This is an optimization exercise on Yosys and OpenROAD, whose aim is small area, not a production implementation. Only simulation tests tie the RTL to the original design; equivalence was not proved. Power is estimated from default activity; no workload was simulated.

==> flow/design.v <==
package uarch_pkg;
  localparam int unsigned PIPE_WIDTH = 2;
  localparam int unsigned TAG_WIDTH  = 4;
  localparam int unsigned ROB_DEPTH  = 1 << TAG_WIDTH;
  localparam int unsigned CDB_PORTS  = 2;
  localparam int unsigned AREG_W     = 5;
  localparam int unsigned XLEN       = 32;
  localparam int unsigned CWP_W      = 1 + AREG_W + TAG_WIDTH + XLEN;
  typedef struct packed {
    logic                 we;
    logic [AREG_W-1:0]    addr;
    logic [TAG_WIDTH-1:0] tag;
    logic [XLEN-1:0]      data;
  } prf_commit_write_port_t;
  typedef struct packed {
    logic              valid;
    logic              done;
    logic              has_rd;
    logic [AREG_W-1:0] rd;
    logic [XLEN-1:0]   data;
  } rob_entry_t;
  function automatic logic [1:0] popcount2(input logic [1:0] v);
    popcount2 = {1'b0, v[0]} + {1'b0, v[1]};
  endfunction
endpackage
import uarch_pkg::*;
module rob (
  input  logic                                   clk,
  input  logic                                   rst,
  input  logic                                   flush,
  input  logic [PIPE_WIDTH-1:0]                  rob_alloc_req,
  input  logic [PIPE_WIDTH-1:0][AREG_W-1:0]      rob_alloc_rd,
  input  logic [PIPE_WIDTH-1:0]                  rob_alloc_has_rd,
  input  logic                                   rob_alloc_fire,
  output logic [PIPE_WIDTH-1:0]                  rob_alloc_gnt,
  output logic [PIPE_WIDTH-1:0][TAG_WIDTH-1:0]   rob_alloc_tags,
  input  logic [CDB_PORTS-1:0]                   cdb_valid,
  input  logic [CDB_PORTS-1:0][TAG_WIDTH-1:0]    cdb_tag,
  input  logic [CDB_PORTS-1:0][XLEN-1:0]         cdb_data,
  output logic [PIPE_WIDTH-1:0][CWP_W-1:0]       commit_write_ports,
  output logic                                   rob_empty,
  output logic                                   rob_full
);
  localparam int unsigned CNT_W  = TAG_WIDTH + 1;
  localparam int unsigned HALF   = ROB_DEPTH / 2;
  localparam int unsigned PAY_W  = 1 + AREG_W + XLEN;
  logic [ROB_DEPTH-1:0]             done_q;
  logic [ROB_DEPTH-1:0]             has_rd_q;
  logic [ROB_DEPTH-1:0][AREG_W-1:0] rd_q;
  logic [ROB_DEPTH-1:0][XLEN-1:0]   data_q;
  logic [TAG_WIDTH-1:0]             head_q, tail_q;   
  logic [CNT_W-1:0]                 count_q;
  logic                 kill;
  logic                 ok1, ok2;
  logic [TAG_WIDTH-1:0] head_p1, tag1;
  logic [1:0]           n_alloc, n_commit;
  logic                 c0, c1;
  assign kill      = rst | flush;
  assign head_p1   = head_q + TAG_WIDTH'(1);
  assign rob_empty = (count_q == '0);
  assign rob_full  = count_q[TAG_WIDTH];
  assign ok1  = !count_q[TAG_WIDTH];
  assign ok2  = ok1 && !(&count_q[TAG_WIDTH-1:0]);
  assign tail_q = head_q + count_q[TAG_WIDTH-1:0];
  assign tag1 = rob_alloc_req[0] ? tail_q + TAG_WIDTH'(1) : tail_q;
  always_comb begin
    rob_alloc_gnt     = '0;
    rob_alloc_tags[0] = tail_q;
    rob_alloc_tags[1] = tag1;
    if (!kill && ((&rob_alloc_req) ? ok2 : ok1)) rob_alloc_gnt = rob_alloc_req;
  end
  logic [HALF-1:0]  nsel_e, nsel_o;
  logic [HALF-1:0]  sel_e [2], sel_o [2];
  logic [PAY_W-1:0] pay_e, pay_o, pay0, pay1;
  logic             done_e, done_o, done0, done1;
  logic [PAY_W:0]   col_e [HALF], col_o [HALF];
  always_comb begin
    for (int j = 0; j < HALF; j++)
      nsel_o[j] = (head_q[TAG_WIDTH-1:1] != (TAG_WIDTH-1)'(j));
    nsel_e = head_q[0] ? {nsel_o[HALF-2:0], nsel_o[HALF-1]} : nsel_o;
    for (int j = 0; j < HALF; j++) begin
      col_e[j] = {done_q[2*j],   has_rd_q[2*j],   rd_q[2*j],   data_q[2*j]};
      col_o[j] = {done_q[2*j+1], has_rd_q[2*j+1], rd_q[2*j+1], data_q[2*j+1]};
    end
  end
  for (genvar k = 0; k < 2; k++) begin : g_selk
    for (genvar j = 0; j < HALF; j++) begin : g_sel
      rob_inv u_e (.a(nsel_e[j]), .y(sel_e[k][j]));
      rob_inv u_o (.a(nsel_o[j]), .y(sel_o[k][j]));
    end
  end
  for (genvar b = 0; b <= PAY_W; b++) begin : g_rd
    logic [HALF-1:0] qe, qo;
    logic            ye_n, yo_n;
    for (genvar j = 0; j < HALF; j++) begin : g_j
      assign qe[j] = col_e[j][b];
      assign qo[j] = col_o[j][b];
    end
    rob_rmux8n u_e (.sel(sel_e[b % 2]), .q(qe), .y_n(ye_n));
    rob_rmux8n u_o (.sel(sel_o[b % 2]), .q(qo), .y_n(yo_n));
    if (b == PAY_W) begin : g_done
      assign done0 = !(head_q[0] ? yo_n : ye_n);
      assign done1 = !(head_q[0] ? ye_n : yo_n);
    end else begin : g_pay
      assign pay0[b] = !(head_q[0] ? yo_n : ye_n);
      assign pay1[b] = !(head_q[0] ? ye_n : yo_n);
    end
  end
  assign c0 = (count_q != '0) && done0;
  assign c1 = c0 && (count_q[TAG_WIDTH:1] != '0) && done1;
  assign n_commit = {1'b0, c0} + {1'b0, c1};
  assign commit_write_ports[0] = {c0 && pay0[PAY_W-1] && !kill, pay0[PAY_W-2:XLEN], head_q,  pay0[XLEN-1:0]};
  assign commit_write_ports[1] = {c1 && pay1[PAY_W-1] && !kill, pay1[PAY_W-2:XLEN], head_p1, pay1[XLEN-1:0]};
  logic [ROB_DEPTH-1:0] w0, w1, wh, a0, a1, ah;
  always_comb begin
    for (int i = 0; i < ROB_DEPTH; i++) begin
      w0[i] = cdb_valid[0] && (cdb_tag[0] == TAG_WIDTH'(i));
      w1[i] = cdb_valid[1] && (cdb_tag[1] == TAG_WIDTH'(i)) && !w0[i];
      wh[i] = !(w0[i] || w1[i]);
      a0[i] = rob_alloc_fire && rob_alloc_gnt[0] && (tail_q == TAG_WIDTH'(i));
      a1[i] = rob_alloc_fire && rob_alloc_gnt[1] && (tag1   == TAG_WIDTH'(i));
      ah[i] = !(a0[i] || a1[i]);
    end
  end
  logic [ROB_DEPTH-1:0][XLEN-1:0]   data_n;
  logic [ROB_DEPTH-1:0][AREG_W-1:0] rd_n;
  logic [ROB_DEPTH-1:0]             has_rd_n;
  logic [XLEN-1:0]                  cdb_data_n0, cdb_data_n1;
  logic [AREG_W:0]                  alloc_n0, alloc_n1;
  assign cdb_data_n0 = ~cdb_data[0];
  assign cdb_data_n1 = ~cdb_data[1];
  assign alloc_n0    = ~{rob_alloc_has_rd[0], rob_alloc_rd[0]};
  assign alloc_n1    = ~{rob_alloc_has_rd[1], rob_alloc_rd[1]};
  for (genvar i = 0; i < ROB_DEPTH; i++) begin : g_ent
    logic [1:0] ne0, ne1, h;
    for (genvar k = 0; k < 2; k++) begin : g_k
      rob_inv u_ne0 (.a(w0[i]), .y(ne0[k]));
      rob_inv u_ne1 (.a(w1[i]), .y(ne1[k]));
      rob_inv u_h   (.a(!wh[i]), .y(h[k]));
    end
    for (genvar b = 0; b < XLEN; b++) begin : g_d
      rob_wbit u_w (.ne0(ne0[b / 16]), .nd0(cdb_data_n0[b]), .ne1(ne1[b / 16]), .nd1(cdb_data_n1[b]),
                    .h(h[b / 16]), .q(data_q[i][b]), .y(data_n[i][b]));
    end
    for (genvar b = 0; b <= AREG_W; b++) begin : g_a
      if (b == AREG_W) begin : g_h
        rob_wbit u_w (.ne0(!a0[i]), .nd0(alloc_n0[b]), .ne1(!a1[i]), .nd1(alloc_n1[b]),
                      .h(ah[i]), .q(has_rd_q[i]), .y(has_rd_n[i]));
      end else begin : g_r
        rob_wbit u_w (.ne0(!a0[i]), .nd0(alloc_n0[b]), .ne1(!a1[i]), .nd1(alloc_n1[b]),
                      .h(ah[i]), .q(rd_q[i][b]), .y(rd_n[i][b]));
      end
    end
  end
  always_ff @(posedge clk) begin
    data_q   <= data_n;
    rd_q     <= rd_n;
    has_rd_q <= has_rd_n;
    for (int i = 0; i < ROB_DEPTH; i++) done_q[i] <= ah[i] & (done_q[i] | !wh[i]);
  end
  assign n_alloc = rob_alloc_fire ? ({1'b0, rob_alloc_gnt[0]} + {1'b0, rob_alloc_gnt[1]}) : 2'd0;
  always_ff @(posedge clk) begin
    if (kill) begin
      head_q  <= '0;
      count_q <= '0;
    end else begin
      head_q  <= head_q + TAG_WIDTH'(n_commit);
      count_q <= count_q + CNT_W'(n_alloc) - CNT_W'(n_commit);
    end
  end
endmodule
module rob_wbit (
  input  logic ne0, nd0, ne1, nd1, h, q,
  output logic y
);
  assign y = !((ne0 | nd0) & (ne1 | nd1) & !(h & q));
endmodule
module rob_rmux8n (
  input  logic [7:0] sel,
  input  logic [7:0] q,
  output logic       y_n
);
  logic [2:0] g;
  rob_aoi222 u_g0 (.a1(sel[0]), .a2(q[0]), .b1(sel[1]), .b2(q[1]), .c1(sel[2]), .c2(q[2]), .y(g[0]));
  rob_aoi222 u_g1 (.a1(sel[3]), .a2(q[3]), .b1(sel[4]), .b2(q[4]), .c1(sel[5]), .c2(q[5]), .y(g[1]));
  rob_aoi22  u_g2 (.a1(sel[6]), .a2(q[6]), .b1(sel[7]), .b2(q[7]), .y(g[2]));
  assign y_n = &g;
endmodule
module rob_aoi222 (
  input  logic a1, a2, b1, b2, c1, c2,
  output logic y
);
  assign y = !((a1 & a2) | (b1 & b2) | (c1 & c2));
endmodule
module rob_aoi22 (
  input  logic a1, a2, b1, b2,
  output logic y
);
  assign y = !((a1 & a2) | (b1 & b2));
endmodule
module rob_inv (
  input  logic a,
  output logic y
);
  assign y = !a;
endmodule
Settings: LEC_CHECK=0, CAP_MARGIN=10, CORE_MARGIN=2, CORE_UTILIZATION=50, SLEW_MARGIN=10, SYNTH_HIERARCHICAL=1; clock period 6.0 ns.
standard.sh (not shown) runs the stock make flow with config.mk's settings and CLKGATE_MAP_FILE= SYNTH_SCRIPT=/design/flow/synth_recipe.tcl, a recipe that flattens the netlist after the stock synthesis.
==> flow/flow/run.sh <==
#!/bin/bash
# Own layout flow: the standard ORFS layout (standard.sh) with these changes, all aimed at
# cell area:
# - synthesis: flow/synth.tcl is synth_recipe.tcl with ORFS's abc call given an area-oriented ABC
#   script (flow/abc_area.script), and the full-adder extraction turned off (ADDER_MAP_FILE empty)
#   so ABC maps the few small adders itself.  Inverters are mapped as inv_2, which has the area
#   of inv_1 and twice its drive.  Registers, their names and cell types are those of the
#   standard synthesis.
# - port buffers: every input and output still gets its own buffer, a buf_1 in place of
#   clkdlybuf4s50_1.
# - clock tree: clkbuf_8 buffers, each driving a cluster of at most 15 registers, and no dummy
#   loads.
set -euo pipefail
W=$(pwd)
bash standard.sh \
  SYNTH_SCRIPT="$W/flow/synth.tcl" \
  MY_ABC_SCRIPT="$W/flow/abc_area.script" \
  ADDER_MAP_FILE= \
  BUFFER_PORTS_ARGS="-buffer_cell sky130_fd_sc_hd__buf_1" \
  CTS_ARGS="-sink_clustering_enable -repair_clock_nets -dont_use_dummy_load -buf_list sky130_fd_sc_hd__clkbuf_8 -sink_clustering_size 15 -sink_clustering_max_diameter 70" \
  finish > "$W/flow_make.log" 2>&1
==> flow/flow/abc_area.script <==
strash
dch
amap
==> flow/flow/synth.tcl <==
# synth_recipe.tcl (the standard synthesis) with ORFS's abc call given this flow's ABC script, and
# inv_1 / clkinv_1 kept out of the mapping: inv_2 has the same area and twice the drive.
proc synth {args} { yosys synth -nofsm -noshare {*}$args }
proc abc {args} {
  set i [lsearch -exact $args -script]
  if { $i >= 0 } { set args [lreplace $args $i [expr {$i + 1}] -script $::env(MY_ABC_SCRIPT)] }
  lappend args -dont_use sky130_fd_sc_hd__inv_1 -dont_use sky130_fd_sc_hd__clkinv_1
  yosys abc {*}$args
}
source $::env(SCRIPTS_DIR)/synth.tcl
# left out here: clear keep_hierarchy, flatten, clean up, hide names made inside functions, write 1_2_yosys.v
Rerun with:
--- a/flow/design.v
+++ b/flow/design.v
@@ -66,41 +66,38 @@
   always_comb begin
     rob_alloc_gnt     = '0;
     rob_alloc_tags[0] = tail_q;
     rob_alloc_tags[1] = tag1;
     if (!kill && ((&rob_alloc_req) ? ok2 : ok1)) rob_alloc_gnt = rob_alloc_req;
   end
-  logic [HALF-1:0]  nsel_e, nsel_o;
-  logic [HALF-1:0]  sel_e [2], sel_o [2];
+  logic [HALF-1:0]  sel_e, sel_o, nsel_e, nsel_o;
   logic [PAY_W-1:0] pay_e, pay_o, pay0, pay1;
   logic             done_e, done_o, done0, done1;
   logic [PAY_W:0]   col_e [HALF], col_o [HALF];
   always_comb begin
     for (int j = 0; j < HALF; j++)
       nsel_o[j] = (head_q[TAG_WIDTH-1:1] != (TAG_WIDTH-1)'(j));
     nsel_e = head_q[0] ? {nsel_o[HALF-2:0], nsel_o[HALF-1]} : nsel_o;
     for (int j = 0; j < HALF; j++) begin
       col_e[j] = {done_q[2*j],   has_rd_q[2*j],   rd_q[2*j],   data_q[2*j]};
       col_o[j] = {done_q[2*j+1], has_rd_q[2*j+1], rd_q[2*j+1], data_q[2*j+1]};
     end
   end
-  for (genvar k = 0; k < 2; k++) begin : g_selk
-    for (genvar j = 0; j < HALF; j++) begin : g_sel
-      rob_inv u_e (.a(nsel_e[j]), .y(sel_e[k][j]));
-      rob_inv u_o (.a(nsel_o[j]), .y(sel_o[k][j]));
-    end
+  for (genvar j = 0; j < HALF; j++) begin : g_sel
+    rob_inv u_e (.a(nsel_e[j]), .y(sel_e[j]));
+    rob_inv u_o (.a(nsel_o[j]), .y(sel_o[j]));
   end
   for (genvar b = 0; b <= PAY_W; b++) begin : g_rd
     logic [HALF-1:0] qe, qo;
     logic            ye_n, yo_n;
     for (genvar j = 0; j < HALF; j++) begin : g_j
       assign qe[j] = col_e[j][b];
       assign qo[j] = col_o[j][b];
     end
-    rob_rmux8n u_e (.sel(sel_e[b % 2]), .q(qe), .y_n(ye_n));
-    rob_rmux8n u_o (.sel(sel_o[b % 2]), .q(qo), .y_n(yo_n));
+    rob_rmux8n u_e (.sel(sel_e), .q(qe), .y_n(ye_n));
+    rob_rmux8n u_o (.sel(sel_o), .q(qo), .y_n(yo_n));
     if (b == PAY_W) begin : g_done
       assign done0 = !(head_q[0] ? yo_n : ye_n);
       assign done1 = !(head_q[0] ? ye_n : yo_n);
     end else begin : g_pay
       assign pay0[b] = !(head_q[0] ? yo_n : ye_n);
       assign pay1[b] = !(head_q[0] ? ye_n : yo_n);
@@ -129,21 +126,19 @@
   logic [AREG_W:0]                  alloc_n0, alloc_n1;
   assign cdb_data_n0 = ~cdb_data[0];
   assign cdb_data_n1 = ~cdb_data[1];
   assign alloc_n0    = ~{rob_alloc_has_rd[0], rob_alloc_rd[0]};
   assign alloc_n1    = ~{rob_alloc_has_rd[1], rob_alloc_rd[1]};
   for (genvar i = 0; i < ROB_DEPTH; i++) begin : g_ent
-    logic [1:0] ne0, ne1, h;
-    for (genvar k = 0; k < 2; k++) begin : g_k
-      rob_inv u_ne0 (.a(w0[i]), .y(ne0[k]));
-      rob_inv u_ne1 (.a(w1[i]), .y(ne1[k]));
-      rob_inv u_h   (.a(!wh[i]), .y(h[k]));
-    end
+    logic ne0, ne1, h;
+    rob_inv u_ne0 (.a(w0[i]), .y(ne0));
+    rob_inv u_ne1 (.a(w1[i]), .y(ne1));
+    rob_inv u_h   (.a(!wh[i]), .y(h));
     for (genvar b = 0; b < XLEN; b++) begin : g_d
-      rob_wbit u_w (.ne0(ne0[b / 16]), .nd0(cdb_data_n0[b]), .ne1(ne1[b / 16]), .nd1(cdb_data_n1[b]),
-                    .h(h[b / 16]), .q(data_q[i][b]), .y(data_n[i][b]));
+      rob_wbit u_w (.ne0(ne0), .nd0(cdb_data_n0[b]), .ne1(ne1), .nd1(cdb_data_n1[b]),
+                    .h(h), .q(data_q[i][b]), .y(data_n[i][b]));
     end
     for (genvar b = 0; b <= AREG_W; b++) begin : g_a
       if (b == AREG_W) begin : g_h
         rob_wbit u_w (.ne0(!a0[i]), .nd0(alloc_n0[b]), .ne1(!a1[i]), .nd1(alloc_n1[b]),
                       .h(ah[i]), .q(has_rd_q[i]), .y(has_rd_n[i]));
       end else begin : g_r
=> Utilization goes up by 0.76 points; routed wire length goes down by 1.1%; setup slack improves by 0.62 ns; global-route usage goes down by 0.11 points; die area goes down by 0.93%; sequential share of layout area goes up by 0.20 points; critical path depth stays the same; worst hold slack degrades by 0.0033 ns; total power goes down by 0.90%; cell count goes down by about 1.6%; via count hardly moves; non-clock buffer count goes up by 16.

[port drivers added, routing unchanged]
How much do the figures lean on ideal ports? The routed layouts below were timed once more, with nothing changed but the port constraints. Step 1 sets driving cells, clkbuf_16 on the clock port and buf_2 on the other inputs (assumed; they add their load-dependent delay and slew). Step 2 times the ports against the registers' clock, not the clock port: input delays grow and output delays shrink by t, the midpoint of the rising clock arrivals with the driver on. a / b / c = ideal / step 1 / step 2; a / b = the first two.
run | t, ns | setup WS [ns] | cell pins on the clock port's net
the first run | 0.746 | 0.405 / 0.342 / 1.088 | 1
the second run | 0.736 | 1.022 / 0.962 / 1.669 | 1
After both steps every run listed still meets setup and hold.
